Background: an optimization exercise with open tools, aiming at small area. Do not read the settings as production practice. Where RTL was checked, it was by simulation tests only, not by an equivalence proof against the original. No activity file was given, so power comes from the tool's default toggle rates.

== the reference run ==
Design framebuffer_center_or_nn_scale_addr_top, start of the top module:
module framebuffer_center_or_nn_scale_addr_top #(
    parameter int unsigned MAX_CANVAS_DIM = 1024
) (
    input  logic        clk,
    input  logic        rst_n,
    input  logic        psel,
    input  logic        penable,
    input  logic        pwrite,
    input  logic [4:0]  paddr,
    input  logic [31:0] pwdata,
    output logic [31:0] prdata,
    output logic        pready,
    input  logic        req_valid,
    output logic        req_ready,
    input  logic        buffer_select,
    output logic        rsp_valid,
    input  logic        rsp_ready,
    output logic        status,
    output logic [19:0] source_index,
    output logic [19:0] dest_index,
    output logic        frame_last,
    output logic [31:0] control_word
);
For scale: ~11000 um2 of cells after synthesis.
clock: 10.0 ns
lec_check: 0
cap_margin: 20
core_margin: 2
core_utilization: 60
slew_margin: 20
standard.sh (not shown) runs the stock make flow with config.mk's settings and CLKGATE_MAP_FILE= SYNTH_SCRIPT=/design/flow/synth_recipe.tcl, a recipe that flattens the netlist after the stock synthesis.
==> flow/flow/run.sh <==
#!/bin/bash
# The standard layout (standard.sh), with two changes to how it is made:
#  - the port buffers use the smallest buffer cell, sky130_fd_sc_hd__buf_1;
#  - clock tree synthesis inserts no dummy loads.
# Everything else, including synthesis, is the standard flow unchanged.
set -o pipefail
export BUFFER_PORTS_ARGS="-buffer_cell sky130_fd_sc_hd__buf_1"
export CTS_ARGS="-sink_clustering_enable -repair_clock_nets -sink_clustering_size 16 -sink_clustering_max_diameter 80 -buf_list sky130_fd_sc_hd__clkbuf_8 -dont_use_dummy_load"
bash standard.sh > standard.log 2>&1
status=$?
tail -20 standard.log
exit $status
Relative to the reference run, the following input files were edited for the trial run:
diff --git a/flow/design.v b/flow/design.v
--- a/flow/design.v
+++ b/flow/design.v
@@ -132,39 +132,42 @@
         case (idx)
             3'd0:    prdata = {31'b0, en_reg};
             3'd1:    prdata = {29'b0, mode_reg};
             3'd2:    prdata = {31'b0, pal_reg};
             3'd3:    prdata = {22'b0, w};
             3'd4:    prdata = {22'b0, h};
             default: prdata = 32'b0;
         endcase
     end
     logic [9:0]  rw, rl;
     logic [18:0] fsize;
-    logic [24:0] mc, mr;     
+    logic [24:0] mc, mr;
+    logic [2:0]  eff;
+    always_ff @(posedge clk)
+        eff <= eff_old;     
     logic        c2x, r2x;
-    assign c2x = (eff_old == 3'd1) || (eff_old == 3'd7);     
-    assign r2x = (eff_old != 3'd0) && (eff_old != 3'd2);     
+    assign c2x = (eff == 3'd1) || (eff == 3'd7);     
+    assign r2x = (eff != 3'd0) && (eff != 3'd2);     
     always_comb
     begin
-        case (eff_old)
+        case (eff)
             3'd0:    begin rw = 10'd320; rl = 10'd240; fsize = 19'd76800;  end
             3'd1:    begin rw = 10'd640; rl = 10'd480; fsize = 19'd307200; end
             3'd2:    begin rw = 10'd352; rl = 10'd288; fsize = 19'd101376; end
             3'd3:    begin rw = 10'd720; rl = 10'd480; fsize = 19'd345600; end
             3'd4:    begin rw = 10'd720; rl = 10'd576; fsize = 19'd414720; end
             3'd5:    begin rw = 10'd720; rl = 10'd480; fsize = 19'd345600; end
             3'd6:    begin rw = 10'd720; rl = 10'd576; fsize = 19'd414720; end
             default: begin rw = 10'd640; rl = 10'd480; fsize = 19'd307200; end
         endcase
-        case (eff_old)
+        case (eff)
             3'd0:    begin mc = 25'd13421773; mr = 25'd17895698; end
             3'd1:    begin mc = 25'd13421773; mr = 25'd17895698; end
             3'd2:    begin mc = 25'd12201612; mr = 25'd14913081; end
             3'd3:    begin mc = 25'd5965233;  mr = 25'd17895698; end
             3'd4:    begin mc = 25'd5965233;  mr = 25'd14913081; end
             3'd5:    begin mc = 25'd5965233;  mr = 25'd17895698; end
             3'd6:    begin mc = 25'd5965233;  mr = 25'd14913081; end
             default: begin mc = 25'd13421773; mr = 25'd17895698; end
         endcase
     end
     logic [26:0] dxs, dys;
@@ -460,23 +463,23 @@
                     rstep <= {rstep[0], rstep[18:1]};
             end
             S_RL:
             begin
                 if (!rl_hit)
                     rbase <= r_sum;
                 else if (cy)
                     rbase <= r_sum;
             end
             S_GC:
             begin
-                if (k == 6'd0)
+                if (k == 6'd1)
                 begin
                     row <= {2'b0, yo_eff[8:1]};
                     dst <= {1'b0, lat ? fsize : 19'd0} | {11'b0, xo_eff};
                 end
                 cstep <= {gbit, cstep[17:1]};
                 rbase <= k_gc_end ? 20'd0 : {1'b0, r_sum[19:1]};
             end
             S_GR:
             begin
                 rstep <= {gbit, rstep[18:1]};
                 rbase <= k_gr_end ? 20'd0 : {1'b0, r_sum[19:1]};
==> comparison <==
- Of the reference run and the trial run, the lower utilization belongs to the reference run.
- Relative to the reference run, design internal power has decreased by 5.3% in the trial run.
- Looking at via count across both flows, the trial run is the weaker of the two, with the reference run ahead.
- Compared with the reference run, the trial run shows clock group share of total power higher by 1.0 points.
- From the reference run to the trial run the numbers moved as follows: wire length per cell dropped 3.0%; global-route usage fell 1.2 points; sequential fraction of total cell area did not really move; count of plain and timing-repair buffers in the layout stayed essentially flat.
No functional check of the RTL was part of the trial run.

port drivers added, routing unchanged:
No port has a modelled driver above. Below, the same layouts with a new extraction and two added sets of constraints.
Step 1 sets driving cells, clkbuf_16 on the clock port and buf_2 on the other inputs (assumed; they add their load-dependent delay and slew).
Step 2, shift: input delay + t, output delay - t, t = (earliest + latest rising clock arrival at the registers) / 2. This alone moves slack from input paths to output paths.
a / b / c = no drivers / after step 1 / after step 2; a / b = the first two.
| run | t, ns | slack for setup (ns) | latest minus earliest clock arrival (ns) | cell pins on the clock port's net |
|---|---|---|---|---|
| the reference run | 0.557 | 0.442 / 0.398 / 0.955 | 0.053 / 0.053 | 1 |
| the trial run | 0.550 | 0.524 / 0.481 / 1.031 | 0.064 / 0.064 | 1 |
After both steps every run listed still meets setup and hold.
